This design comes from an exercise in tuning for small area, a short achievable clock period and few clock cycles per item on the open sky130 flow, not from production work.
No run shown here included a check of the RTL's function; only the layout flow was run.

**flow/design.v**
```verilog
    localparam logic [23:0] SCALE_RESET  = 24'd65536;
    localparam logic [11:0] CENTRE_X_RST = 12'd400;
    localparam logic [11:0] CENTRE_Y_RST = 12'd300;
    localparam logic [1:0] REG_PIXEL_SCALE = 2'd0;
    localparam logic [1:0] REG_CENTRE_X    = 2'd1;
    localparam logic [1:0] REG_CENTRE_Y    = 2'd2;
    function automatic logic [29:0] atan_q30(input int i);
        logic [29:0] r;
        case (i)
            0:       r = 30'd843314857;
            1:       r = 30'd497837829;
            2:       r = 30'd263043837;
            3:       r = 30'd133525159;
            4:       r = 30'd67021687;
            5:       r = 30'd33543516;
            6:       r = 30'd16775851;
            7:       r = 30'd8388437;
            8:       r = 30'd4194283;
            9:       r = 30'd2097149;
            10:      r = 30'd1048576;
            11:      r = 30'd524288;
            12:      r = 30'd262144;
            13:      r = 30'd131072;
            14:      r = 30'd65536;
            15:      r = 30'd32768;
            default: r = 30'd0;
        endcase
        atan_q30 = r;
    endfunction
    function automatic logic [4:0] sig_prefix(input logic [12:0] r);
        logic [4:0] c;
        if (r <= 13'd54) c = 5'b00010;
        else if (r <= 13'd281) c = 5'b00011;
        else if (r <= 13'd508) c = 5'b00100;
        else if (r <= 13'd737) c = 5'b00101;
        else if (r <= 13'd966) c = 5'b00110;
        else if (r <= 13'd1179) c = 5'b00111;
        else if (r <= 13'd1393) c = 5'b01000;
        else if (r <= 13'd1622) c = 5'b01001;
        else if (r <= 13'd1851) c = 5'b01010;
        else if (r <= 13'd2078) c = 5'b01011;
        else if (r <= 13'd2305) c = 5'b01100;
        else if (r <= 13'd2534) c = 5'b01101;
        else if (r <= 13'd2763) c = 5'b01110;
        else if (r <= 13'd2879) c = 5'b01111;
        else if (r <= 13'd2996) c = 5'b10000;
        else if (r <= 13'd3225) c = 5'b10001;
        else if (r <= 13'd3454) c = 5'b10010;
        else if (r <= 13'd3681) c = 5'b10011;
        else if (r <= 13'd3908) c = 5'b10100;
        else if (r <= 13'd4137) c = 5'b10101;
        else if (r <= 13'd4366) c = 5'b10110;
        else if (r <= 13'd4580) c = 5'b10111;
        else if (r <= 13'd4793) c = 5'b11000;
        else if (r <= 13'd5022) c = 5'b11001;
        else if (r <= 13'd5251) c = 5'b11010;
        else if (r <= 13'd5478) c = 5'b11011;
        else if (r <= 13'd5705) c = 5'b11100;
        else c = 5'b11101;
        sig_prefix = c;
    endfunction
    function automatic logic [25:0] s6_of(input logic [4:0] c);
        logic [25:0] s;
        if (c == 5'b00010) s = 26'd49495067;
        else if (c == 5'b00011) s = 26'd49473235;
        else if (c == 5'b00100) s = 26'd48284283;
        else if (c == 5'b00101) s = 26'd48262451;
        else if (c == 5'b00110) s = 26'd48109929;
        else if (c == 5'b00111) s = 26'd48088097;
        else if (c == 5'b01000) s = 26'd38886183;
        else if (c == 5'b01001) s = 26'd38864351;
        else if (c == 5'b01010) s = 26'd38711829;
        else if (c == 5'b01011) s = 26'd38689997;
        else if (c == 5'b01100) s = 26'd37501045;
        else if (c == 5'b01101) s = 26'd37479213;
        else if (c == 5'b01110) s = 26'd37326691;
        else if (c == 5'b01111) s = 26'd37304859;
        else if (c == 5'b10000) s = 26'd38712119;
        else if (c == 5'b10001) s = 26'd38690287;
        else if (c == 5'b10010) s = 26'd38537765;
        else if (c == 5'b10011) s = 26'd38515933;
        else if (c == 5'b10100) s = 26'd37326981;
        else if (c == 5'b10101) s = 26'd37305149;
        else if (c == 5'b10110) s = 26'd37152627;
        else if (c == 5'b10111) s = 26'd37130795;
        else if (c == 5'b11000) s = 26'd27928881;
        else if (c == 5'b11001) s = 26'd27907049;
        else if (c == 5'b11010) s = 26'd27754527;
        else if (c == 5'b11011) s = 26'd27732695;
        else if (c == 5'b11100) s = 26'd26543743;
        else s = 26'd26521911;
        s6_of = s;
    endfunction
module lpp_add #(
    parameter int W = 32
) (
    input  logic [W-1:0] a,
    input  logic [W-1:0] b,
    input  logic         ci,
    input  logic         inv,
    output logic [W-1:0] s
);
    localparam int L = $clog2(W + 1);
    logic [W:0] g [0:L];
    logic [W:0] p [0:L];
    logic [W-1:0] hx;
    assign hx      = a ^ b;
    assign g[0][0] = ci;
    assign p[0][0] = 1'b0;
    assign g[0][W:1] = a & b;
    assign p[0][W:1] = hx;
    for (genvar l = 0; l < L; l++)
    begin : g_lvl
        for (genvar i = 0; i <= W; i++)
        begin : g_bit
            if (((i >> l) & 1) == 1)
            begin : g_node
                localparam int J = ((i >> l) << l) - 1;
                assign g[l + 1][i] = g[l][i] | (p[l][i] & g[l][J]);
                assign p[l + 1][i] = p[l][i] & p[l][J];
            end
            else
            begin : g_pass
                assign g[l + 1][i] = g[l][i];
                assign p[l + 1][i] = p[l][i];
            end
        end
    end
    assign s = (hx ^ {W{inv}}) ^ g[L][W-1:0];
endmodule
module lpp_csa #(
    parameter int N = 3,
    parameter int W = 32
) (
    input  logic [N*W-1:0] rows,
    output logic [W-1:0]   s,
    output logic [W-1:0]   c
);
    function automatic int rows_at(input int lev);
        int n;
        n = N;
        for (int k = 0; k < lev; k++)
            n = 2 * (n / 3) + (n % 3);
        rows_at = n;
    endfunction
    function automatic int levels();
        int n;
        int k;
        n = N;
        k = 0;
        for (int j = 0; j < 32; j++)
        begin
            if (n > 2)
            begin
                n = 2 * (n / 3) + (n % 3);
                k++;
            end
        end
        levels = k;
    endfunction
    localparam int NL = levels();
    logic [N*W-1:0] lv [0:NL];
    assign lv[0] = rows;
    for (genvar l = 0; l < NL; l++)
    begin : g_lvl
        localparam int NI = rows_at(l);
        localparam int NG = NI / 3;
        localparam int NR = NI % 3;
        for (genvar k = 0; k < NG; k++)
        begin : g_grp
            logic [W-1:0] a;
            logic [W-1:0] b;
            logic [W-1:0] d;
            logic [W-1:0] mj;
            assign a  = lv[l][(3 * k) * W +: W];
            assign b  = lv[l][(3 * k + 1) * W +: W];
            assign d  = lv[l][(3 * k + 2) * W +: W];
            assign mj = (a & b) | (a & d) | (b & d);
            assign lv[l + 1][(2 * k) * W +: W]     = a ^ b ^ d;
            assign lv[l + 1][(2 * k + 1) * W +: W] = {mj[W-2:0], 1'b0};
        end
        for (genvar k = 0; k < NR; k++)
        begin : g_rest
            assign lv[l + 1][(2 * NG + k) * W +: W] = lv[l][(3 * NG + k) * W +: W];
        end
        if (2 * NG + NR < N)
        begin : g_zero
            assign lv[l + 1][N*W-1:(2 * NG + NR) * W] = '0;
        end
    end
    if (N == 1)
    begin : g_one
        assign s = lv[NL][W-1:0];
        assign c = '0;
    end
    else
    begin : g_two
        assign s = lv[NL][W-1:0];
        assign c = lv[NL][2*W-1:W];
    end
endmodule
module lpp_cordic_stage #(
    parameter int SHIFT = 2
) (
    input  logic               clk,
    input  logic               en,
    input  logic               sig,
    input  logic               sig_next,
    input  logic signed [32:0] din_x,
    input  logic signed [32:0] din_yp,
    output logic signed [32:0] dout_x,
    output logic signed [32:0] dout_yp
);
    logic signed [32:0] xs;
    logic signed [32:0] ys;
    logic [32:0]        x_next;
    logic [32:0]        y_next;
    assign xs = din_x >>> SHIFT;
    assign ys = din_yp >>> SHIFT;
    lpp_add #(.W(33)) u_x (
        .a   (din_x),
        .b   (ys),
        .ci  (sig),
        .inv (1'b0),
        .s   (x_next)
    );
    lpp_add #(.W(33)) u_y (
        .a   (din_yp),
        .b   (~xs),
        .ci  (1'b1),
        .inv (sig ^ sig_next),
        .s   (y_next)
    );
    always_ff @(posedge clk)
    begin
        if (en)
        begin
            dout_x  <= x_next;
            dout_yp <= y_next;
        end
    end
endmodule
module lidar_polar_to_pixel (
    input  logic        clk,
    input  logic        rst_n,
    input  logic        s_axis_tvalid,
    output logic        s_axis_tready,
    input  logic [39:0] s_axis_tdata,
    input  logic        s_axis_tuser,
    output logic        m_axis_tvalid,
    input  logic        m_axis_tready,
    output logic [39:0] m_axis_tdata,
    output logic        m_axis_tuser,
    input  logic        cfg_we,
    input  logic [1:0]  cfg_index,
    input  logic [23:0] cfg_data
);
    localparam logic [23:0] SCALE_RESET  = 24'd65536;
    localparam logic [11:0] CENTRE_X_RST = 12'd400;
    localparam logic [11:0] CENTRE_Y_RST = 12'd300;
    localparam logic [1:0] REG_PIXEL_SCALE = 2'd0;
    localparam logic [1:0] REG_CENTRE_X    = 2'd1;
    localparam logic [1:0] REG_CENTRE_Y    = 2'd2;
    function automatic logic [29:0] atan_q30(input int i);
        logic [29:0] r;
        case (i)
            0:       r = 30'd843314857;
            1:       r = 30'd497837829;
            2:       r = 30'd263043837;
            3:       r = 30'd133525159;
            4:       r = 30'd67021687;
            5:       r = 30'd33543516;
            6:       r = 30'd16775851;
            7:       r = 30'd8388437;
            8:       r = 30'd4194283;
            9:       r = 30'd2097149;
            10:      r = 30'd1048576;
            11:      r = 30'd524288;
            12:      r = 30'd262144;
            13:      r = 30'd131072;
            14:      r = 30'd65536;
            15:      r = 30'd32768;
            default: r = 30'd0;
        endcase
        atan_q30 = r;
    endfunction
    function automatic logic [4:0] sig_prefix(input logic [12:0] r);
        logic [4:0] c;
        if (r <= 13'd54) c = 5'b00010;
        else if (r <= 13'd281) c = 5'b00011;
        else if (r <= 13'd508) c = 5'b00100;
        else if (r <= 13'd737) c = 5'b00101;
        else if (r <= 13'd966) c = 5'b00110;
        else if (r <= 13'd1179) c = 5'b00111;
        else if (r <= 13'd1393) c = 5'b01000;
        else if (r <= 13'd1622) c = 5'b01001;
        else if (r <= 13'd1851) c = 5'b01010;
        else if (r <= 13'd2078) c = 5'b01011;
        else if (r <= 13'd2305) c = 5'b01100;
        else if (r <= 13'd2534) c = 5'b01101;
        else if (r <= 13'd2763) c = 5'b01110;
        else if (r <= 13'd2879) c = 5'b01111;
        else if (r <= 13'd2996) c = 5'b10000;
        else if (r <= 13'd3225) c = 5'b10001;
        else if (r <= 13'd3454) c = 5'b10010;
        else if (r <= 13'd3681) c = 5'b10011;
        else if (r <= 13'd3908) c = 5'b10100;
        else if (r <= 13'd4137) c = 5'b10101;
        else if (r <= 13'd4366) c = 5'b10110;
        else if (r <= 13'd4580) c = 5'b10111;
        else if (r <= 13'd4793) c = 5'b11000;
        else if (r <= 13'd5022) c = 5'b11001;
        else if (r <= 13'd5251) c = 5'b11010;
        else if (r <= 13'd5478) c = 5'b11011;
        else if (r <= 13'd5705) c = 5'b11100;
        else c = 5'b11101;
        sig_prefix = c;
    endfunction
    function automatic logic [25:0] s6_of(input logic [4:0] c);
        logic [25:0] s;
        if (c == 5'b00010) s = 26'd49495067;
        else if (c == 5'b00011) s = 26'd49473235;
        else if (c == 5'b00100) s = 26'd48284283;
        else if (c == 5'b00101) s = 26'd48262451;
        else if (c == 5'b00110) s = 26'd48109929;
        else if (c == 5'b00111) s = 26'd48088097;
        else if (c == 5'b01000) s = 26'd38886183;
        else if (c == 5'b01001) s = 26'd38864351;
        else if (c == 5'b01010) s = 26'd38711829;
        else if (c == 5'b01011) s = 26'd38689997;
        else if (c == 5'b01100) s = 26'd37501045;
        else if (c == 5'b01101) s = 26'd37479213;
        else if (c == 5'b01110) s = 26'd37326691;
        else if (c == 5'b01111) s = 26'd37304859;
        else if (c == 5'b10000) s = 26'd38712119;
        else if (c == 5'b10001) s = 26'd38690287;
        else if (c == 5'b10010) s = 26'd38537765;
        else if (c == 5'b10011) s = 26'd38515933;
        else if (c == 5'b10100) s = 26'd37326981;
        else if (c == 5'b10101) s = 26'd37305149;
        else if (c == 5'b10110) s = 26'd37152627;
        else if (c == 5'b10111) s = 26'd37130795;
        else if (c == 5'b11000) s = 26'd27928881;
        else if (c == 5'b11001) s = 26'd27907049;
        else if (c == 5'b11010) s = 26'd27754527;
        else if (c == 5'b11011) s = 26'd27732695;
        else if (c == 5'b11100) s = 26'd26543743;
        else s = 26'd26521911;
        s6_of = s;
    endfunction
    localparam int NP = 20;    
    logic [23:0] pixel_scale_reg;
    logic [11:0] centre_x_reg;
    logic [11:0] centre_y_reg;
    always_ff @(posedge clk or negedge rst_n)
    begin
        if (!rst_n)
        begin
            pixel_scale_reg <= SCALE_RESET;
            centre_x_reg    <= CENTRE_X_RST;
            centre_y_reg    <= CENTRE_Y_RST;
        end
        else if (cfg_we)
        begin
            case (cfg_index)
                REG_PIXEL_SCALE: pixel_scale_reg <= cfg_data;
                REG_CENTRE_X:    centre_x_reg    <= cfg_data[11:0];
                REG_CENTRE_Y:    centre_y_reg    <= cfg_data[11:0];
                default:         ;  
            endcase
        end
    end
    logic stall_reg;
    logic rdy_reg;
    logic en;
    assign en            = !stall_reg;
    assign s_axis_tready = rdy_reg;
    logic [NP-1:0]      v_reg;
    logic [NP-1:1][1:0] quad_reg;
    logic [NP-1:0][5:0] qual_reg;
    logic [NP-1:0]      st_reg;
    always_ff @(posedge clk or negedge rst_n)
    begin
        if (!rst_n)
            v_reg <= '0;
        else if (en)
            v_reg <= {v_reg[NP-2:0], s_axis_tvalid && (s_axis_tdata[39:24] != 16'd0)};
    end
    logic [7:0]  bone_reg;
    logic [7:0]  btwo_reg;
    logic [7:0]  bneg_reg;
    logic        btop_reg;
    logic [14:0] a0_reg;
    logic [16:0] din;
    assign din = {s_axis_tdata[39:24], 1'b0};
    always_ff @(posedge clk)
    begin
        if (en)
        begin
            for (int k = 0; k < 8; k++)
            begin
                bone_reg[k] <= din[2 * k + 1] ^ din[2 * k];
                btwo_reg[k] <= (din[2 * k + 2] & ~din[2 * k + 1] & ~din[2 * k]) |
                               (~din[2 * k + 2] & din[2 * k + 1] & din[2 * k]);
                bneg_reg[k] <= din[2 * k + 2];
            end
            btop_reg <= din[16];
            a0_reg   <= s_axis_tdata[23:9];
        end
    end
    localparam logic [39:0] BOOTH_K = 40'(-(40'd1 << 25) - (40'd1 << 27) - (40'd1 << 29)
                                          - (40'd1 << 31) - (40'd1 << 33) - (40'd1 << 35)
                                          - (40'd1 << 37) - (40'd1 << 39));
    localparam logic [14:0] BOOTH_U = BOOTH_K[39:25];
    logic [9*40-1:0] brows;
    always_comb
    begin
        brows = '0;
        for (int k = 0; k < 8; k++)
        begin
            logic b2;
            logic [24:0] m;
            logic [24:0] t;
            logic [39:0] row;
            b2 = bneg_reg[k];
            m = ({25{bone_reg[k]}} & {1'b0, pixel_scale_reg}) |
                ({25{btwo_reg[k]}} & {pixel_scale_reg, 1'b0});
            t = m ^ {25{b2}};
            if (k == 0)
                row = {(b2 ? BOOTH_U : BOOTH_U + 15'd1), t};
            else
                row = 40'({~b2, t}) << (2 * k);
            brows[k * 40 +: 40] = row;
        end
        brows[8 * 40 +: 40] = 40'(btop_reg ? pixel_scale_reg : 24'd0) << 16;
        for (int k = 0; k < 8; k++)
            brows[(k + 1) * 40 + 2 * k] = bneg_reg[k];
    end
    logic [39:0] bs;
    logic [39:0] bc;
    lpp_csa #(.N(9), .W(40)) u_bcsa (
        .rows (brows),
        .s    (bs),
        .c    (bc)
    );
    logic [1:0]  quad_c1;
    logic [14:0] aoff;
    logic [14:0] rem15;
    always_comb
    begin
        if (a0_reg >= 15'd28800)
        begin
            quad_c1 = 2'd1;
            aoff    = 15'd28800;
        end
        else if (a0_reg >= 15'd23040)
        begin
            quad_c1 = 2'd0;
            aoff    = 15'd23040;
        end
        else if (a0_reg >= 15'd17280)
        begin
            quad_c1 = 2'd3;
            aoff    = 15'd17280;
        end
        else if (a0_reg >= 15'd11520)
        begin
            quad_c1 = 2'd2;
            aoff    = 15'd11520;
        end
        else if (a0_reg >= 15'd5760)
        begin
            quad_c1 = 2'd1;
            aoff    = 15'd5760;
        end
        else
        begin
            quad_c1 = 2'd0;
            aoff    = 15'd0;
        end
        rem15 = a0_reg - aoff;
    end
    logic [39:0] pa_reg;
    logic [39:1] pb_reg;
    logic [6:1][12:0] r_reg;
    always_ff @(posedge clk)
    begin
        if (en)
        begin
            pa_reg <= bs;
            pb_reg <= bc[39:1];
        end
    end
    logic [39:0] p_sum;
    logic [31:0] p_reg;
    lpp_add #(.W(40)) u_padd (
        .a   (pa_reg),
        .b   ({pb_reg, 1'b0}),
        .ci  (1'b0),
        .inv (1'b0),
        .s   (p_sum)
    );
    always_ff @(posedge clk)
    begin
        if (en)
            p_reg <= p_sum[39:8];
    end
    localparam int NCSD = 12;
    localparam logic [61:0] GAIN_K = 62'((62'd1 << 24) - (62'd1 << 56) + (62'd1 << 21) - (62'd1 << 53)
                                         + (62'd1 << 18) - (62'd1 << 50) + (62'd1 << 10) - (62'd1 << 42)
                                         + (62'd1 << 7) - (62'd1 << 39) + (62'd1 << 5) - (62'd1 << 37));
    logic [61:0] pp;
    logic [61:0] pn;
    logic [(NCSD+1)*62-1:0] grows;
    assign pp = {30'd0, p_reg};
    assign pn = {30'd0, ~p_reg};
    assign grows = {GAIN_K,
                    pp << 29, pp << 27, pn << 24, pn << 21, pn << 18, pp << 16,
                    pp << 14, pn << 10, pn << 7, pn << 5, pp << 3, pp << 1};
    logic [61:0] gs;
    logic [61:0] gc;
    lpp_csa #(.N(NCSD + 1), .W(62)) u_gcsa (
        .rows (grows),
        .s    (gs),
        .c    (gc)
    );
    logic [61:0] gs_reg;
    logic [61:1] gc_reg;
    always_ff @(posedge clk)
    begin
        if (en)
        begin
            gs_reg <= gs;
            gc_reg <= gc[61:1];
        end
    end
    logic [61:0] x0_full;
    logic [31:0] x0_reg;
    logic [7:4][4:0] code_reg;
    lpp_add #(.W(62)) u_x0add (
        .a   (gs_reg),
        .b   ({gc_reg, 1'b0}),
        .ci  (1'b0),
        .inv (1'b0),
        .s   (x0_full)
    );
    always_ff @(posedge clk)
    begin
        if (en)
            x0_reg <= x0_full[61:30];
    end
    logic [16:0] sig_at [4:19];
    logic [16:0] r9_reg;
    logic [17:0] r33_reg;
    always_ff @(posedge clk)
    begin
        if (en)
        begin
            r9_reg  <= 17'(r_reg[6]) + (17'(r_reg[6]) << 3);
            r33_reg <= 18'(r_reg[6]) + (18'(r_reg[6]) << 5);
        end
    end
    logic [4*26-1:0] zrows;
    assign zrows = {26'(~s6_of(code_reg[7])) + 26'd1,
                    ~(26'(r33_reg) << 6),
                    26'(r9_reg) << 1,
                    26'(r9_reg) << 15};
    logic [25:0] zs;
    logic [25:0] zc;
    logic [25:0] z6_sum;
    lpp_csa #(.N(4), .W(26)) u_zcsa (
        .rows (zrows),
        .s    (zs),
        .c    (zc)
    );
    lpp_add #(.W(26)) u_z6add (
        .a   (zs),
        .b   (zc),
        .ci  (1'b1),
        .inv (1'b0),
        .s   (z6_sum)
    );
    localparam logic [29:0] T6 = atan_q30(6);
    localparam logic [29:0] T7 = atan_q30(7);
    localparam logic [29:0] T8 = atan_q30(8);
    localparam logic [29:0] T9 = atan_q30(9);
    logic [25:0] z6_reg;
    logic [24:0] z7_reg;
    logic [23:0] z8_reg;
    logic [22:0] z9_reg;
    logic [24:0] z7_sum;
    logic [23:0] z8_sum;
    logic [22:0] z9_sum;
    logic [21:0] z10_sum;
    lpp_add #(.W(25)) u_z7 (
        .a   (z6_reg[24:0]),
        .b   (z6_reg[25] ? T6[24:0] : ~T6[24:0]),
        .ci  (!z6_reg[25]),
        .inv (1'b0),
        .s   (z7_sum)
    );
    lpp_add #(.W(24)) u_z8 (
        .a   (z7_reg[23:0]),
        .b   (z7_reg[24] ? T7[23:0] : ~T7[23:0]),
        .ci  (!z7_reg[24]),
        .inv (1'b0),
        .s   (z8_sum)
    );
    lpp_add #(.W(23)) u_z9 (
        .a   (z8_reg[22:0]),
        .b   (z8_reg[23] ? T8[22:0] : ~T8[22:0]),
        .ci  (!z8_reg[23]),
        .inv (1'b0),
        .s   (z9_sum)
    );
    lpp_add #(.W(22)) u_z10 (
        .a   (z9_reg[21:0]),
        .b   (z9_reg[22] ? T9[21:0] : ~T9[21:0]),
        .ci  (!z9_reg[22]),
        .inv (1'b0),
        .s   (z10_sum)
    );
    always_ff @(posedge clk)
    begin
        if (en)
        begin
            z6_reg <= z6_sum;
            z7_reg <= z7_sum;
            z8_reg <= z8_sum;
            z9_reg <= z9_sum;
        end
    end
    logic [16:0] sig_reg [5:19];
    assign sig_at[4] = {11'd0, code_reg[4][0], code_reg[4][1], code_reg[4][2],
                        code_reg[4][3], code_reg[4][4], 1'b0};
    for (genvar k = 5; k <= 19; k++)
    begin : g_sig
        logic [16:0] nxt;
        always_comb
        begin
            nxt = sig_at[k - 1];
            if (k == 12)
                nxt[15:10] = {z10_sum[16], z10_sum[17], z10_sum[18],
                              z10_sum[19], z10_sum[20], !z10_sum[21]};
            for (int i = 0; i <= 16; i++)
                if (i + 3 < k || i == 0 || i == 16 || (i >= 6 && i <= 9 && k == i + 2))
                    nxt[i] = 1'b0;
        end
        always_ff @(posedge clk)
        begin
            if (en)
                sig_reg[k] <= nxt;
        end
        logic [16:0] at;
        always_comb
        begin
            at = sig_reg[k];
            if (k == 8)
                at[6] = !z6_reg[25];
            if (k == 9)
                at[7] = !z7_reg[24];
            if (k == 10)
                at[8] = !z8_reg[23];
            if (k == 11)
                at[9] = !z9_reg[22];
        end
        assign sig_at[k] = at;
    end
    logic signed [32:0] cx_reg [5:18];
    logic signed [32:0] cy_reg [5:18];
    logic [32:0]        it1_h;
    logic [32:0]        it1_x;
    logic [32:0]        it1_yp;
    logic               s1;
    logic               s2;
    assign s1    = sig_at[4][1];
    assign s2    = sig_at[4][2];
    assign it1_h = {2'b00, x0_reg[31:1]};
    lpp_add #(.W(33)) u_it1x (
        .a   ({1'b0, x0_reg}),
        .b   (it1_h ^ {33{s1}}),
        .ci  (s1),
        .inv (1'b0),
        .s   (it1_x)
    );
    lpp_add #(.W(33)) u_it1y (
        .a   ({1'b0, x0_reg}),
        .b   (it1_h ^ {33{!s1}}),
        .ci  (!s1),
        .inv (s2),
        .s   (it1_yp)
    );
    logic signed [32:0] c5_x;
    logic signed [32:0] c5_yp;
    always_ff @(posedge clk)
    begin
        if (en)
        begin
            c5_x  <= it1_x;
            c5_yp <= it1_yp;
        end
    end
    assign cx_reg[5] = c5_x;
    assign cy_reg[5] = c5_yp;
    for (genvar i = 2; i <= 14; i++)
    begin : g_cordic
        lpp_cordic_stage #(
            .SHIFT (i)
        ) u_stage (
            .clk      (clk),
            .en       (en),
            .sig      (sig_at[i + 3][i]),
            .sig_next (sig_at[i + 3][i + 1]),
            .din_x    (cx_reg[i + 3]),
            .din_yp   (cy_reg[i + 3]),
            .dout_x   (cx_reg[i + 4]),
            .dout_yp  (cy_reg[i + 4])
        );
    end
    logic [1:0]  q18;
    logic        negx;
    logic        negy;
    logic [32:0] x16n;
    logic [32:0] y16n;
    logic signed [32:0] xs15;
    logic signed [32:0] ys15;
    assign q18  = quad_reg[NP - 2];
    assign negx = !(q18[0] ^ q18[1]);
    assign negy = q18[1];
    assign xs15 = cx_reg[18] >>> 15;
    assign ys15 = cy_reg[18] >>> 15;
    lpp_add #(.W(33)) u_it15x (
        .a   (cx_reg[18]),
        .b   (ys15),
        .ci  (sig_at[18][15]),
        .inv (negx),
        .s   (x16n)
    );
    lpp_add #(.W(33)) u_it15y (
        .a   (cy_reg[18]),
        .b   (~xs15),
        .ci  (1'b1),
        .inv (sig_at[18][15] ^ negy),
        .s   (y16n)
    );
    logic [22:0] pv_reg;
    logic [22:0] qv_reg;
    logic        pnz_reg;
    logic        qnz_reg;
    always_ff @(posedge clk)
    begin
        if (en)
        begin
            pv_reg  <= q18[0] ? x16n[32:10] : y16n[32:10];
            qv_reg  <= q18[0] ? y16n[32:10] : x16n[32:10];
            pnz_reg <= q18[0] ? (negx ? !(&x16n[9:0]) : (|x16n[9:0]))
                              : (negy ? !(&y16n[9:0]) : (|y16n[9:0]));
            qnz_reg <= q18[0] ? (negy ? !(&y16n[9:0]) : (|y16n[9:0]))
                              : (negx ? !(&x16n[9:0]) : (|x16n[9:0]));
        end
    end
    always_ff @(posedge clk)
    begin
        if (en)
        begin
            qual_reg <= {qual_reg[NP-2:0], s_axis_tdata[7:2]};
            st_reg   <= {st_reg[NP-2:0], s_axis_tuser};
            quad_reg <= {quad_reg[NP-2:1], quad_c1};
            r_reg    <= {r_reg[5:1], rem15[12:0]};
            code_reg <= {code_reg[6:4], sig_prefix(r_reg[3])};
        end
    end
    function automatic logic [15:0] place(input logic [22:0] nv, input logic nz,
                                          input logic neg, input logic [11:0] centre);
        logic        fr;
        logic [15:0] lo;
        logic        c15;
        logic        z0;
        logic        m1;
        logic        m2;
        logic        ok;
        logic [15:0] o;
        fr  = (nv[22] ^ neg) && nz;
        lo  = {1'b0, nv[14:0]} + {4'd0, centre} + 16'(neg ^ fr);
        c15 = lo[15];
        z0  = (nv[22:15] == 8'h00);
        m1  = (nv[22:15] == 8'hFF);
        m2  = (nv[22:15] == 8'hFE);
        ok  = c15 ? (m1 || m2) : (z0 || m1);
        if (ok)
            o = {nv[15] ^ c15, lo[14:0]};
        else if (nv[22])
            o = 16'h8000;
        else
            o = 16'h7FFF;
        place = o;
    endfunction
    logic [1:0]  fq;
    logic [15:0] px;
    logic [15:0] py;
    assign fq = quad_reg[NP - 1];
    assign px = place(pv_reg, pnz_reg, fq[1], centre_x_reg);
    assign py = place(qv_reg, qnz_reg, !(fq[0] ^ fq[1]), centre_y_reg);
    logic [38:0] res;
    logic        res_v;
    logic        ov_reg;
    logic        o2v_reg;
    logic [38:0] o_reg;
    logic [38:0] o2_reg;
    logic        hs;
    assign res   = {st_reg[NP - 1], qual_reg[NP - 1], py, px};
    assign res_v = en && v_reg[NP - 1];
    assign hs    = ov_reg && m_axis_tready;
    always_ff @(posedge clk or negedge rst_n)
    begin
        if (!rst_n)
        begin
            ov_reg    <= 1'b0;
            o2v_reg   <= 1'b0;
            stall_reg <= 1'b0;
            rdy_reg   <= 1'b1;
        end
        else
        begin
            if (hs)
            begin
                ov_reg    <= o2v_reg || res_v;
                o2v_reg   <= 1'b0;
                stall_reg <= 1'b0;
                rdy_reg   <= 1'b1;
            end
            else if (!ov_reg)
            begin
                ov_reg    <= res_v;
                stall_reg <= 1'b0;
                rdy_reg   <= 1'b1;
            end
            else if (res_v)
            begin
                o2v_reg   <= 1'b1;
                stall_reg <= 1'b1;
                rdy_reg   <= 1'b0;
            end
        end
    end
    always_ff @(posedge clk)
    begin
        if (hs && o2v_reg)
            o_reg <= o2_reg;
        else if (hs || !ov_reg)
            o_reg <= res;
        if (ov_reg && !hs && res_v)
            o2_reg <= res;
    end
    assign m_axis_tvalid = ov_reg;
    assign m_axis_tdata  = {2'b00, o_reg[37:0]};
    assign m_axis_tuser  = o_reg[38];
endmodule
```
**flow/run.sh**
```bash
#!/bin/bash
# synth_recipe.tcl (not shown) runs the flow's synth.tcl, then flattens the netlist and writes it again
# the make line also repeats each setting of config.mk as NAME=value (left out here)
make -C /OpenROAD-flow-scripts/flow DESIGN_CONFIG=/design/flow/config.mk WORK_HOME=/design/flow/orfs CLKGATE_MAP_FILE= SYNTH_SCRIPT=/design/flow/synth_recipe.tcl finish
```
**flow/config.mk**
```make
export PLATFORM = sky130hd
export DESIGN_NAME = lidar_polar_to_pixel
export DESIGN_NICKNAME = lidar_polar_to_pixel
export VERILOG_FILES = /design/flow/design.v
export SDC_FILE = /design/flow/constraint.sdc
export NUM_CORES = 4
export LEC_CHECK = 0
export CAP_MARGIN = 20
export CORE_MARGIN = 2
export CORE_UTILIZATION = 40
export SETUP_SLACK_MARGIN = 5
export SLEW_MARGIN = 20
```
**flow/constraint.sdc**
```tcl
create_clock -name core_clock -period 10.0 [get_ports {clk}]
set_input_delay 2.0000 -clock core_clock [delete_from_list [all_inputs] [get_ports {clk}]]
set_output_delay 2.0000 -clock core_clock [all_outputs]
set_load 0.01 [all_outputs]
```
==> metrics list, run 1 <==
- Maximum clock insertion buffer count: 4
- The max-slew violation count is 0.
* R2r endpoint: z6_reg[25]
* Critical Path RT: 10.59 ns
- The tree is rooted in a sky130_fd_sc_hd__clkbuf_16.
- Clock transition at the register clock pins on the worst setup and hold paths after CTS: around 0.060 ns
- Adder-Cell Fraction of Synth Area: ~22%
- The tree built by TritonCTS fans out to roughly 1800 sinks.
* Share of final-layout standard cells stronger than drive strength 1: between 5 and 6%
* Area used by multi-input combinational logic: slightly below 70000 sq um
- For this block, the routed nets add up to between 200 and 300 mm of wire.
- Number of buffer cells added on primary ports: roughly 110
- The core region is 318600 sq um.
- Of the available clock period, the critical path in the final layout requires roughly three fifths.
- The worst setup path is launched from a register.
- The synthesized netlist contains 90 unique library cells.
- Once detailed placement completed, the half-perimeter wirelength came to approximately 230 mm.
- Avg Vias per Cell: between 5 and 6
- GPL Wtd Cong: approximately 0.87
* Biggest area contributors in the synthesized netlist: sky130_fd_sc_hd__edfxtp_1 41%, sky130_fd_sc_hd__ha_1 13%, sky130_fd_sc_hd__fa_1 8.9%
- The detailed router put a total of 127.3 mm of wire on met1.
* DIE WIDTH: roughly 570 um
- Post-layout net count: 13274
* DRC violation total after the first TritonRoute iteration: 4748
* Arrival @ worst endpoint: between 6 and 7 ns
- Mux contribution to synthesized area: between 1 and 1.5%
- The tool flagged a number of max-cap violations equal to 0.
* Combined area of all synthesized cells: 128200 sq um
* Synthesized instance count: around 11000
- Final hold analysis gives a worst-case slack of between 0.3 and 0.4 ns.
- In this run the remaining antenna-violating nets after routing total 0.
* Layout fillers: around 29000
* Filler-free cell count of the finished design: between 15000 and 20000
* Synth warnings: between 50 and 60
- The final route contains just over 80000 vias.
- Number of antenna violations at the first check in global routing: 4
- The synthesized netlist devotes roughly 11% of its cell area to compound gates.
- The synthesized netlist devotes a little under an eighth of its cell area to XOR and XNOR gates.
* Simple-gate share of the synthesized area: 6.617%
- Initial core utilization: 40.25%
* Overall die area: 325100 sq um
- Inserted Clock Buffers: ~210
* Fraction of the yosys area taken by sequential cells: a little over two fifths
- In the final routed layout, each cell accounts on average for roughly 19 um.
* Largest family of logic cells by synthesized area: adder cells
- The clock arrives with between 0.06 and 0.07 ns of skew.
* Hold Path End: quad_reg[15]
* Met2 wire length: between 100 and 150 mm
* Result of the run: finished clean
* Die outline height: between 500 and 600 um
- The biggest area contributor in the post-synthesis netlist is sky130_fd_sc_hd__edfxtp_1.
- The startpoint identified for the worst register-to-register timing path is code_reg[15].
- Worst R2R Setup Slack: roughly 4.2 ns
- Worst slew slack as a fraction of its limit: 25.77%
* Max Fanout on Critical Path: 4
- Max Clk Rate: 0.1717 GHz
- The worst path needs slightly below 6 ns of the cycle, external delays included.
- Min-Delay Path Depth: 0
- Clock tree from TritonCTS: done
- Clock network latency to the later pin of the worst-skew pair: 0.89 ns
- The initialized floorplan defines between 200 and 250 standard-cell rows.
* Area taken by flip-flops and latches: approximately 55000 sq um
- Setup repair after global routing could not meet its margin everywhere.
* Level count of the clock H-tree: 4
- Area Growth Syn to Fin: 10.92%
* Worst Setup End Kind: register
- Cells after DPL: 15207
* Final Core Density: 44.65%
- The first TritonRoute pass finished after 6 iterations.
- Entering global routing, the biggest net connects approximately 190 pins.
- The top cell type by area accounts for between 40 and 50% of the synthesized area.
- Share of synthesized flip-flops with an asynchronous set or reset: a little under 4%
- Setup violations remaining at the end of the flow were counted as 0.
- Adding up every negative setup slack in the final design gives 0 ns.
- Transition time of the tightest slew-check pin: 1.113 ns
- DR DRC count: 0
* Min-delay src: quad_reg[13]
- Number of register bits inferred by synthesis: 1842
* Highest metal used: met4
- Hold Violations, Final: 0
* EDFF count, synth: 1770
- The worst setup path is of the register to register kind.
* R2R cell count: 27
- Overall overflow remaining after global route: 0
- Pin placement for this block handled 115 I/O pins.
- Global-route wire length before repair: around 460 mm
- Commonest register cell after synthesis: sky130_fd_sc_hd__edfxtp_1
* Overall global routing resource usage: roughly 18%
* Routed met3 length: about 11 mm
- Class of the worst hold path: register to register
- Averaged over all synthesized cells, the footprint is roughly 12 sq um.
* Via count of the first global-routing pass: 84702
==> area by class of cell <==
type                            instances  area share, %
Multi-Input combinational cell       7760          47.95
Sequential cell                      1842          38.65
Clock buffer                          258          3.923
Tap cell                             4180          3.677
Inverter                             1262          3.334
Timing Repair Buffer                  193          1.364
Clock inverter                        132          1.097
Antenna cell                            4       0.007038
==> layer usage <==
| layer | GRT usage [%] | up-vias |
|---|---|---|
| li1 | - | 39399 |
| met4 | 6.256 | 0 |
| met3 | 1.967 | 500 |
| met1 | 22.99 | 39330 |
| met5 | 0 | - |
| met2 | 31.16 | 1532 |
==> Yosys cell counts (all sizes together), types with 63 or more instances <==
master  count
mux2      103
fa        570
a21o      303
xor2      447
nor2b      95
nor3      127
nand2     420
a21oi     626
nand3     119
edfxtp   1770
xnor2    1280
o21ai     387
a22oi     186
dfrtp      63
o21a      157
inv      1260
nor2      576
nand2b    145
o21bai     79
clkbuf    173
ha       1362
==> cell families (layout without fill, tap and decap cells) <==
family                     Yosys count  after routing
AOI/OAI and AO/OA                 2182           2182
adders and majority gates         1932           1932
DFF                               1842           1842
and+or+nand+nor                   1783           1783
xor gates and xnor gates          1727           1727
buffers and inverters             1479           1845
muxes                              132            132
other                                2              8
==> worst max-delay path, stage by stage, from the launching register on <==
cell,delay (ns)
sky130_fd_sc_hd__edfxtp_1,0.47
sky130_fd_sc_hd__inv_2,0.15
sky130_fd_sc_hd__ha_4,0.18
sky130_fd_sc_hd__or2_4,0.14
sky130_fd_sc_hd__o21ai_2,0.07
sky130_fd_sc_hd__a32oi_2,0.24
sky130_fd_sc_hd__o21ai_1,0.10
sky130_fd_sc_hd__a21oi_1,0.17
sky130_fd_sc_hd__o21ai_1,0.10
sky130_fd_sc_hd__a21oi_2,0.18
sky130_fd_sc_hd__o21ai_2,0.09
sky130_fd_sc_hd__a221oi_2,0.29
sky130_fd_sc_hd__o21ai_2,0.10
sky130_fd_sc_hd__a21oi_2,0.18
sky130_fd_sc_hd__fa_1,0.46
sky130_fd_sc_hd__ha_1,0.31
sky130_fd_sc_hd__nor2b_4,0.13
sky130_fd_sc_hd__o21ai_2,0.16
sky130_fd_sc_hd__a21boi_2,0.08
sky130_fd_sc_hd__o41a_1,0.36
sky130_fd_sc_hd__a311o_1,0.39
sky130_fd_sc_hd__buf_4,0.15
sky130_fd_sc_hd__o31a_1,0.29
sky130_fd_sc_hd__a31oi_4,0.17
sky130_fd_sc_hd__a211oi_2,0.09
sky130_fd_sc_hd__a211o_1,0.31
sky130_fd_sc_hd__a21oi_2,0.14
sky130_fd_sc_hd__xnor2_1,0.07
==> worst max path at each step <==
stage	start	to	slack [ns]	depth (start not counted)
floorplan	stall_reg	a0_reg[0]	-16.36	1
detailed placement	code_reg[15]	z6_reg[16]	3.16	27
finish	code_reg[15]	z6_reg[25]	4.18	27
CTS	code_reg[15]	z6_reg[25]	4.15	27
global route	code_reg[15]	z6_reg[25]	3.87	27
global placement	code_reg[16]	z6_reg[16]	2.98	27
==> through the flow <==
step	area (sq um)	setup WS, ns
detailed placement	134500	3.160
floorplan	128200	-16.36
CTS	142100	4.152
global placement	134500	2.977
finish	142200	4.177
global route	142200	3.865
==> repair_timing <==
item | in CTS | in global routing
gates resized for setup | 57 | 16
hold buffers | 0 | 0
buffers inserted | 23 | 3
setup endpoints to repair | 20 | 18
pin swaps | 32 | 26
cloned | 1 | 0
==> cells in the final DEF, fill, tap and decap left out, types with 124 or more instances in the layout <==
cell type / instances
sky130_fd_sc_hd__edfxtp_1: 1770
sky130_fd_sc_hd__ha_1: 1358
sky130_fd_sc_hd__xnor2_1: 1279
sky130_fd_sc_hd__inv_1: 1254
sky130_fd_sc_hd__a21oi_1: 619
sky130_fd_sc_hd__fa_1: 569
sky130_fd_sc_hd__nor2_1: 566
sky130_fd_sc_hd__xor2_1: 434
sky130_fd_sc_hd__nand2_1: 417
sky130_fd_sc_hd__o21ai_0: 341
sky130_fd_sc_hd__a21o_1: 303
sky130_fd_sc_hd__clkbuf_16: 213
sky130_fd_sc_hd__a22oi_1: 186
sky130_fd_sc_hd__o21a_1: 157
sky130_fd_sc_hd__nand2b_1: 145
sky130_fd_sc_hd__nor3_1: 124
==> run 2, diff against run 1 <==
==> flow/flow/run.sh (new file) <==
#!/bin/bash
# Standard layout, run as a flow of its own.
cp standard.sh standard.sh.txt 2>/dev/null
bash standard.sh > standard.log 2>&1
==> flow/standard.sh (new file) <==
#!/bin/bash
# synth_recipe.tcl (not shown) runs the flow's synth.tcl, then flattens the netlist and writes it again
# the make line also repeats each setting of config.mk as NAME=value (left out here)
make -C /OpenROAD-flow-scripts/flow DESIGN_CONFIG=/design/flow/config.mk WORK_HOME=/design/flow/orfs CLKGATE_MAP_FILE= SYNTH_SCRIPT=/design/flow/synth_recipe.tcl "${@:-finish}"
--- a/flow/config.mk
+++ b/flow/config.mk
@@ -8,5 +8,4 @@
 export CAP_MARGIN = 20
 export CORE_MARGIN = 2
 export CORE_UTILIZATION = 40
-export SETUP_SLACK_MARGIN = 5
 export SLEW_MARGIN = 20
removed: flow/run.sh
==> run 2 against run 1 <==
Against the previous run:
- synthesized cell count unchanged
- clock skew rose by 0.00058 ns
- cell count shrank 0.18%
- final area shrank 0.34%
- global-route usage is essentially flat
- clock-buffer cell count unchanged
- fmax decreased by 14%
- first-iteration DRC count fell by 0.15%
- highest routed layer unchanged
==> metrics list, run 2 <==
* Arrival @ worst endpoint: 7.37 ns
* Class of the worst hold path: register to register
* Site row count: a little over 200
- The startpoint identified for the worst hold timing path is quad_reg[13].
- Global-route wire length before repair: roughly 460 mm
- IO Count: around 120
- For the worst setup path, the data required time is 10.61 ns.
- Top cells by instance count after synthesis: 1770 x sky130_fd_sc_hd__edfxtp_1, 1362 x sky130_fd_sc_hd__ha_1, 1280 x sky130_fd_sc_hd__xnor2_1
- By area the synthesized netlist is led by sky130_fd_sc_hd__edfxtp_1 41%, sky130_fd_sc_hd__ha_1 13%, sky130_fd_sc_hd__fa_1 8.9%.
- For this run, asynchronously set or reset flops after synthesis account for just under 4%.
* Most frequent cell after synthesis: sky130_fd_sc_hd__edfxtp_1
- Reg-to-reg critical path startpoint: code_reg[16]
- Inserted Clock Buffers: between 200 and 250
- After routing, the total negative slack on setup checks comes to 0 ns.
* Max-slew violations: 0
- Fraction of the yosys area taken by sequential cells: between 40% and 50%
- Share of final-layout standard cells stronger than drive strength 1: under 10%
* Most common cell after layout, fill and taps aside: sky130_fd_sc_hd__edfxtp_1
- Critical Path Source: code_reg[16]
- In the final routed layout, each cell accounts on average for 18.66 um.
- The die covers between 300000 and 400000 sq um.
- Cts hold-fix bufs: 0
- Counting flops and latches in the post-synthesis netlist gives 1842.
- Initial core utilization: 40.25%
- Synthesis produced 11079 cells.
- Clock network latency to the later pin of the worst-skew pair: around 0.9 ns
- Routed wire length: 291.2 mm
- Combined area of all synthesized cells: approximately 130000 sq um
- Startpoint-to-endpoint class of the critical path: register to register
* Number of buffer cells added on primary ports: between 100 and 150
- Hold Violations, Final: 0
- The number of global-route vias before repair is 84470.
- Worst Setup End Kind: register
* Result of the run: finished clean
- DIE WIDTH: between 500 and 600 um
* Maximum number of pins on one net before global-route repair: roughly 190
* Detailed-router iteration count before antenna repair: 6
- Number of max-capacitance violations reported: 0
* Minimum clock period: 6.769 ns
- Of all nets on the critical path, the largest fanout is 19.
- DR DRC count: 0
* Area leader, netlist: sky130_fd_sc_hd__edfxtp_1
* Worst slew slack as a fraction of its limit: about a quarter
* EDFF count, synth: between 1500 and 2000
- Cells fill 44.49% of the core in the end.
- Fill cells in the final layout number around 29000.
- TritonCTS built the clock tree.
- Counting distinct cell types in the post-synthesis netlist gives 90.
* Portion of the clock cycle consumed by the worst path in the final layout: a little under 70%
* Per-instance average area after synthesis: around 12 sq um
- DRC violation total after the first TritonRoute iteration: 4741
- From bottom edge to top edge, the die measures 570.2 um.
* Commonest register cell after synthesis: sky130_fd_sc_hd__edfxtp_1
- No sink is reached through more buffers than the 4 on the longest clock path.
* Transition time of the tightest slew-check pin: 1.145 ns
- Overall overflow remaining after global route: 0
- CTS Root Buffer Type: sky130_fd_sc_hd__clkbuf_16
- Crit path launch type: register
- The H-tree generated during clock tree synthesis spans 4 levels.
- GPL Wtd Cong: approximately 0.87
- Setup violations remaining at the end of the flow were counted as 0.
* Total number of vias: 80571
- The clock arrives with 0.06644 ns of skew.
- TritonCTS Sinks: ~1800
* Post-route ant nets: 0
- Overall global routing resource usage: ~18%
- Detailed placement ended at an HPWL of 225.6 mm.
- Synth warnings: 52
* Avg Vias per Cell: roughly 5.2
- RSZ-0062 raised after global routing: false
- Area Growth Syn to Fin: 10.54%
- Proportion of netlist area held by the largest area contributor: between 40% and 50%
- Floorplan Core Area: 318600 sq um
* Top library cells by usage in the layout, fill and taps aside: 1770 x sky130_fd_sc_hd__edfxtp_1, 1361 x sky130_fd_sc_hd__ha_1, 1279 x sky130_fd_sc_hd__xnor2_1
- Buffers added to address setup during post-CTS repair amount to 0.
- The initial antenna violation count came to 4.
* Post-layout net count: approximately 13000
- The number of gates resized after CTS was 0.
- Clock transition at the register clock pins on the worst setup and hold paths after CTS: roughly 0.06 ns
- For this run, the top clock speed supported by timing is ~0.15 GHz.
## run 2: path summary, 6_finish.rpt
kind / end / slack (ns) / cells past startpoint
worst max-delay path: z6_reg[16] / 3.23 / 27
worst min-delay path: quad_reg[15] / 0.36 / 0
worst max register to register: z6_reg[16] / 3.23 / 27
worst min register to register: quad_reg[15] / 0.36 / 0
max in group asynchronous: centre_x_reg[10] / 8.12 / 1
min in group asynchronous: o2v_reg / 1.25 / 1
## run 2: per-stage QoR
step / cell area, sq um / hold WS, ns / std cells / worst slack (ns)
after floorplan: 128200 / 0.4003 / 11081 / -16.36
after global placement: 134500 / 0.4007 / 15204 / 2.977
after detailed placement: 134500 / 0.4045 / 15207 / 3.160
after CTS: 141700 / 0.3598 / 15597 / 3.146
after global routing: 141700 / 0.3621 / 15602 / 2.670
final: 141700 / 0.3638 / 15603 / 3.231
## run 2: cell type report
class / count / area [sq um] / area share (%)
Antenna cell: 3 / 7.507 / 0.005297
Clock buffer: 258 / 5579 / 3.936
Clock inverter: 132 / 1560 / 1.101
Inverter: 1262 / 4742 / 3.346
Multi-Input combinational cell: 7760 / 67970 / 47.96
Sequential cell: 1842 / 54960 / 38.78
Tap cell: 4180 / 5230 / 3.690
Timing Repair Buffer: 166 / 1683 / 1.187
## run 2: critical path: stages, from the launching register on
cell and delay (ns):
sky130_fd_sc_hd__edfxtp_1 0.42, sky130_fd_sc_hd__inv_1 0.17, sky130_fd_sc_hd__ha_2 0.50, sky130_fd_sc_hd__or2_2 0.22, sky130_fd_sc_hd__o21ai_0 0.10, sky130_fd_sc_hd__a32oi_1 0.25
sky130_fd_sc_hd__o21ai_0 0.13, sky130_fd_sc_hd__a21oi_1 0.17, sky130_fd_sc_hd__o21ai_0 0.11, sky130_fd_sc_hd__a21oi_1 0.19, sky130_fd_sc_hd__o21ai_0 0.13, sky130_fd_sc_hd__a221oi_1 0.31
sky130_fd_sc_hd__o21ai_0 0.15, sky130_fd_sc_hd__a21oi_1 0.24, sky130_fd_sc_hd__fa_1 0.49, sky130_fd_sc_hd__ha_1 0.30, sky130_fd_sc_hd__nor2b_1 0.13, sky130_fd_sc_hd__o21ai_1 0.18
sky130_fd_sc_hd__a21boi_1 0.15, sky130_fd_sc_hd__o41a_1 0.38, sky130_fd_sc_hd__a311o_1 0.41, sky130_fd_sc_hd__and2_1 0.20, sky130_fd_sc_hd__o21a_1 0.20, sky130_fd_sc_hd__o21a_1 0.20
sky130_fd_sc_hd__o21ai_0 0.15, sky130_fd_sc_hd__nand2b_1 0.09, sky130_fd_sc_hd__fa_1 0.38, sky130_fd_sc_hd__xor2_1 0.17
## run 2: metal layers
metal  global-route usage [%]  share of wire, %  up-vias
li1                         -                 -    39353
met1                    22.94                44    39206
met2                    31.09                49     1523
met3                    1.965               3.6      489
met4                    6.219               3.5        0
met5                        0                 0        -
## run 2: kinds of logic (layout without fill, tap and decap cells)
logic type	Yosys count	count (layout)	synth area share [%]
buffers and inverters	1479	1818	4.346
and+or+nand+nor	1783	1783	6.617
DFF	1842	1842	42.86
xor gates and xnor gates	1727	1727	11.80
AOI/OAI and AO/OA	2182	2182	11.05
other	2	7	0.005857
muxes	132	132	1.134
adders and majority gates	1932	1932	22.19

## what the ideal ports hide
Ports are ideal in the flow. The routed layouts listed here were re-timed in OpenROAD.
Step 1 (the two cells are an assumption about what drives the block):
set clk [get_ports {clk}]
set_driving_cell -lib_cell sky130_fd_sc_hd__clkbuf_16 $clk
set_driving_cell -lib_cell sky130_fd_sc_hd__buf_2 [delete_from_list [all_inputs] $clk]
Step 2 adds t to the input delays and takes it off the output delays; t is the mean of the earliest and latest rising clock arrival at the registers after step 1. Input paths then give back, and output paths get back, about the clock's delay inside the block.
Slacks: ideal / step 1 / step 2; pairs: ideal / step 1.
run | t (ns) | slack for setup (ns) | latest minus earliest clock arrival (ns) | pins driven straight from the clock port
run 1 | 0.953 | 4.177 / 4.177 / 4.177 | 0.070 / 0.070 | 1
run 2 | 0.951 | 3.231 / 3.231 / 3.231 | 0.068 / 0.068 | 1
After both steps every run listed still meets setup and hold.
